This is an optimization exercise on Yosys and OpenROAD, whose aim is small area and a short achievable clock period, not a production implementation. Function was checked by simulation only, so behaviour that the tests miss may differ from the original. Power and IR drop assume default switching activity.

==> inputs of v12 <==
Design multi_channel_snooper, start of the top module:
module multi_channel_snooper
#(
    parameter int NUM_CH      = 4,
    parameter int TDATA_WIDTH = 512,
    parameter int TKEEP_WIDTH = TDATA_WIDTH / 8,
    parameter int CNT_WIDTH   = 20
) (
    input  logic                          clk,
    input  logic                          areset,
    input  logic [NUM_CH*TKEEP_WIDTH-1:0] mon_TKEEP,
    input  logic [NUM_CH-1:0]             mon_TVALID,
    input  logic [NUM_CH-1:0]             mon_TREADY,
    input  logic [NUM_CH-1:0]             mon_TLAST,
    input  logic [NUM_CH-1:0]             ch_enable,
    input  logic                          measure,
    output logic [63:0]                   report_TDATA,
    output logic [7:0]                    report_TKEEP,
    output logic                          report_TVALID,
    input  logic                          report_TREADY,
    output logic                          report_TLAST,
    output logic                          busy,
    output logic [NUM_CH*CNT_WIDTH-1:0]   pkt_size,
    output logic [NUM_CH-1:0]             pkt_size_valid,
    output logic                          measure_sync_out
);
Settings: LEC_CHECK=0, CAP_MARGIN=20, CORE_MARGIN=2, CORE_UTILIZATION=40, SLEW_MARGIN=20; clock period 14.0 ns.
standard.sh (not shown) runs the stock make flow with config.mk's settings and CLKGATE_MAP_FILE= SYNTH_SCRIPT=/design/flow/synth_recipe.tcl, a recipe that flattens the netlist after the stock synthesis.
==> flow/flow/run.sh <==
#!/bin/bash
# Layout flow: the standard layout (standard synthesis unchanged), with the port buffers
# made from a small buffer instead of the resizer's default delay cell, timing repair aiming
# for a setup slack of 8 ns at the design's clock, and a leaner clock tree. Every tool's
# output goes to a log file in this folder; ORFS keeps its per-step logs under orfs/logs/.
set -euo pipefail
bash standard.sh synth > synth.log 2>&1
bash standard.sh "BUFFER_PORTS_ARGS=-buffer_cell sky130_fd_sc_hd__buf_1" SETUP_SLACK_MARGIN=8.25 \
    "CTS_ARGS=-sink_clustering_enable -repair_clock_nets -dont_use_dummy_load -sink_clustering_size 24 -sink_clustering_max_diameter 120" finish > layout.log 2>&1
==> v17: changes against v12 <==
==> flow/run.sh (new file) <==
#!/bin/bash
# synth_recipe.tcl (not shown) runs the flow's synth.tcl, then flattens the netlist and writes it again
# the make line also repeats each setting of config.mk as NAME=value (left out here)
make -C /OpenROAD-flow-scripts/flow DESIGN_CONFIG=/design/flow/config.mk WORK_HOME=/design/flow/orfs CLKGATE_MAP_FILE= SYNTH_SCRIPT=/design/flow/synth_recipe.tcl finish
CTS_CLUSTER_DIAMETER = 120   (was unset)
CTS_CLUSTER_SIZE = 24   (was unset)
removed: flow/flow/run.sh
removed: flow/standard.sh
==> v8: changes against v12 <==
--- a/flow/flow/run.sh
+++ b/flow/flow/run.sh
@@ -6,4 +6,4 @@
 set -euo pipefail
 bash standard.sh synth > synth.log 2>&1
-bash standard.sh "BUFFER_PORTS_ARGS=-buffer_cell sky130_fd_sc_hd__buf_1" SETUP_SLACK_MARGIN=8.25 \
-    "CTS_ARGS=-sink_clustering_enable -repair_clock_nets -dont_use_dummy_load -sink_clustering_size 24 -sink_clustering_max_diameter 120" finish > layout.log 2>&1
+bash standard.sh "BUFFER_PORTS_ARGS=-buffer_cell sky130_fd_sc_hd__buf_1" SETUP_SLACK_MARGIN=8 \
+    "CTS_ARGS=-sink_clustering_enable -repair_clock_nets -dont_use_dummy_load -sink_clustering_size 28 -sink_clustering_max_diameter 110" finish > layout.log 2>&1
==> impl_metrics.py <==
metrics = {
    "layout": {
        "diodes": 1,
        "seq_share_pct": 32.80,
        "layout_common_cells": "nor2_1, clkdlybuf4s50_1, dfxtp_1",
    },
    "setup_path": {
        "crit_family": "compound AO/OA/AOI/OAI gates",
        "crit_required_ns": 11.20,
        "r2r_setup_slack_ns": 8.80,
        "crit_chain": "inv_1 -> fa_1 -> nor2b_1 -> o21ai_1 -> a21boi_1 -> o211ai_2 -> a211oi_1 -> a31oi_1 -> a21oi_1 -> clkdlybuf4s50_1",
    },
    "routing": {
        "firstDrtPassIters": 6,
        "vias_per_cell": 5.669,
    },
    "status": {
        "status": "no timing/DRC/antenna violations",
    },
}
The numbers above come from v17.

==> impl_metrics.py <==
metrics = {
    "routing": {
        "vias_per_cell": 5.660,
        "firstDrtPassIters": 8,
    },
    "setup_path": {
        "crit_chain": "buf_1 -> fa_1 -> fa_1 -> fa_1 -> inv_1 -> fa_2 -> inv_2 -> fa_2 -> inv_2 -> fa_2 -> maj3_2 -> a21oi_2 -> maj3_2 -> and2_1",
        "crit_required_ns": 14.53,
        "crit_family": "adder cells",
        "r2r_setup_slack_ns": 8.30,
    },
    "layout": {
        "diodes": 0,
        "seq_share_pct": 32.51,
        "layout_common_cells": "nor2_1, dfxtp_1, buf_1",
    },
    "status": {
        "status": "no timing/DRC/antenna violations",
    },
}
The numbers above come from v12.

==> impl_metrics.py <==
metrics = {
    "routing": {
        "vias_per_cell": 5.633,
    },
    "layout": {
        "diodes": 0,
        "layout_common_cells": "nor2_1, buf_1, dfxtp_1",
        "buffers_excl_clock": 496,
    },
    "floorplan": {
        "taps": 1070,
        "start_util_pct": 40.21,
    },
    "logic_synthesis": {
        "ys_seq_area_share_pct": 38.51,
    },
    "setup_path": {
        "r2r_setup_slack_ns": 9.08,
        "crit_family": "compound AO/OA/AOI/OAI gates",
    },
    "placed_design": {
        "dp_worst_setup_slack_ns": 7.414,
        "portBuffers": 391,
    },
    "status": {
        "status": "no timing/DRC/antenna violations",
    },
}
The numbers above come from v8.



==> build 42: inputs <==
multi_channel_snooper again, from the RTL that the note above started with.
Settings: LEC_CHECK=0, CAP_MARGIN=20, CORE_MARGIN=2, CORE_UTILIZATION=40, SLEW_MARGIN=20; clock period 14.0 ns.
==> flow/flow/run.sh <==
#!/bin/bash
# Layout flow: the standard layout (standard synthesis unchanged), with the port buffers
# made from a small buffer instead of the resizer's default delay cell, timing repair aiming
# for a setup slack of 8 ns at the design's clock, and a leaner clock tree. Every tool's
# output goes to a log file in this folder; ORFS keeps its per-step logs under orfs/logs/.
set -euo pipefail
bash standard.sh synth > synth.log 2>&1
bash standard.sh "BUFFER_PORTS_ARGS=-buffer_cell sky130_fd_sc_hd__buf_1" SETUP_SLACK_MARGIN=8 \
    "CTS_ARGS=-sink_clustering_enable -repair_clock_nets -dont_use_dummy_load -sink_clustering_size 24 -sink_clustering_max_diameter 120" finish > layout.log 2>&1
==> inputs of trial 6, as changes to build 42 <==
--- a/flow/config.mk
+++ b/flow/config.mk
@@ -7,5 +7,5 @@
 export LEC_CHECK = 0
 export CAP_MARGIN = 20
 export CORE_MARGIN = 2
-export CORE_UTILIZATION = 40
+export CORE_UTILIZATION = 60
 export SLEW_MARGIN = 20
==> impl_metrics.csv <==
group,metric,value,unit
layout,sh_seq_area,34.0,%
pwr,finalPower,4.97,mW
layout,ff_latch_area,0.0127,mm2
global_route,grt_pass1_vias,25900,
placement,placed_cell_area,0.0355,mm2
run_status,status,"complete, no violations",
routing,wl_met1,47200,um
layout,n_all_buffers,488,
layout,instances_no_fill,4845,
pwr,p_clk_share,17.4,%
global_route,grt_pass1_wl,164000,um
hold_path,min_from,"g_ch[0].u_ch.pkts[1]$_SDFFE_PP0P_",
layout,post-route-util,45.6,%
clock_network,cts_setup_buffers,18,
setup_path,r2r_slack,9.13,ns
[end of results for build 42]
==> impl_metrics.csv <==
group,metric,value,unit
global_route,grt_pass1_wl,159000,um
layout,sh_seq_area,34.6,%
timing,max_freq,0.166,GHz
layout,instances_no_fill,4448,
pwr,finalPower,5.08,mW
pwr,p_clk_share,16.5,%
global_route,gr-total-overflow,0,
layout,ff_latch_area,0.0127,mm2
placement,placed_cell_area,0.0349,mm2
layout,n_all_buffers,465,
hold_path,hp-class,"reg -> reg",
routing,wl_met1,41900,um
clock_network,cts_setup_buffers,12,
run_status,status,"complete, no violations",
setup_path,rr_worst_depth,17,
hold_path,min_from,"state[1]$_DFFE_PP0P_",
layout,post-route-util,67.7,%
[end of results for trial 6]


==> trial 16 <==
Another version of the RTL of multi_channel_snooper (not shown whole).
export LEC_CHECK = 0
export CAP_MARGIN = 20
export CORE_MARGIN = 2
export CORE_UTILIZATION = 40
export SLEW_MARGIN = 20
create_clock -name core_clock -period 14.0 [get_ports {clk}]
==> flow/flow/run.sh <==
#!/bin/bash
# Layout flow: the standard layout (standard synthesis unchanged), with the port buffers
# made from a small buffer instead of the resizer's default delay cell, and timing repair
# aiming for a setup slack of 8 ns at the design's clock. Every tool's output goes to a log
# file in this folder; ORFS keeps its per-step logs under orfs/logs/.
set -euo pipefail
bash standard.sh synth > synth.log 2>&1
bash standard.sh "BUFFER_PORTS_ARGS=-buffer_cell sky130_fd_sc_hd__buf_1" SETUP_SLACK_MARGIN=8 finish > layout.log 2>&1
==> inputs of trial 96, as changes to trial 16 <==
==> flow/flow/run.sh (replaced) <==
#!/bin/bash
# Layout flow: the standard layout (standard synthesis unchanged), with the port buffers
# made from a small, fast buffer instead of the resizer's default delay cell. Every tool's
# output goes to a log file in this folder; ORFS keeps its per-step logs under orfs/logs/.
set -euo pipefail
bash standard.sh synth > synth.log 2>&1
bash standard.sh "BUFFER_PORTS_ARGS=-buffer_cell sky130_fd_sc_hd__buf_1" finish > layout.log 2>&1
==> comparison <==
Of trial 16 and trial 96, trial 96 has the higher sequential share of layout area (gap 0.86 points).
In die area, trial 96 and trial 16 do not differ.
Register-to-register slack: trial 16 is lower than trial 96 (0.07 ns).
In sequential cell count, trial 16 and trial 96 do not differ.
In synthesized cell count, trial 16 and trial 96 do not differ.
Critical path depth: trial 16 is higher than trial 96 (4).
In trial 96 the clock skew is higher than in trial 16, by 0.0061 ns.
==> figures <==
quantity	trial 96	trial 16
Worst path buffer plus inverter count	3	4
Fraction of final layout cells sized beyond drive strength 1	0.0540	0.0967
Leakage Power	14.6 nW	14.9 nW
Met1 routed wirelength after detailed routing	46100 um	47500 um
M2 GR Usage	0.399	0.403
Number of antenna violations at the first check in global routing	4	6
Post-DP HPWL	88500 um	88200 um
Total CTS buffers	69	67
Result of the run	finished clean	finished clean
Post-layout minimum cycle time	6.58 ns	6.36 ns
Flop pwr share	0.352	0.346
Fraction of standard cell area that is sequential	0.350	0.341
Capturing element type of the critical path	primary output	flop
Max_slew headroom	0.223	0.319
Final layout net count	4305	4339

port drivers added, routing unchanged:
In the flow no input, the clock included, has a driving cell. The finished layouts below were timed again as built, in two steps. Step 1 (the two cells are an assumption about what drives the block):
set clk [get_ports {clk}]
set_driving_cell -lib_cell sky130_fd_sc_hd__clkbuf_16 $clk
set_driving_cell -lib_cell sky130_fd_sc_hd__buf_2 [delete_from_list [all_inputs] $clk]
Step 2 also shifts input and output timing later by t, the mid clock arrival at the registers, as if the neighbouring blocks saw the same clock. Three values: ideal ports, drivers, drivers and shift; two values: the first two.
| run | shift t [ns] | setup WS [ns] | cell pins on the clock port's net |
|---|---|---|---|
| v12 | 0.667 | 8.111 / 8.110 / 7.473 | 1 |
| v17 | 0.683 | 6.683 / 6.611 / 7.005 | 1 |
| v8 | 0.663 | 8.011 / 7.944 / 7.417 | 1 |
| build 42 | 0.673 | 8.025 / 7.953 / 7.422 | 1 |
| trial 6 | 0.643 | 7.977 / 7.991 / 7.348 | 1 |
| trial 16 | 0.689 | 7.644 / 7.676 / 6.987 | 1 |
| trial 96 | 0.672 | 7.415 / 7.347 / 6.909 | 1 |
After both steps setup and hold are still met in every run listed. For trial 16, which loses most, drivers alone change the setup slack by +0.032 ns; drivers and shift together by -0.657 ns.
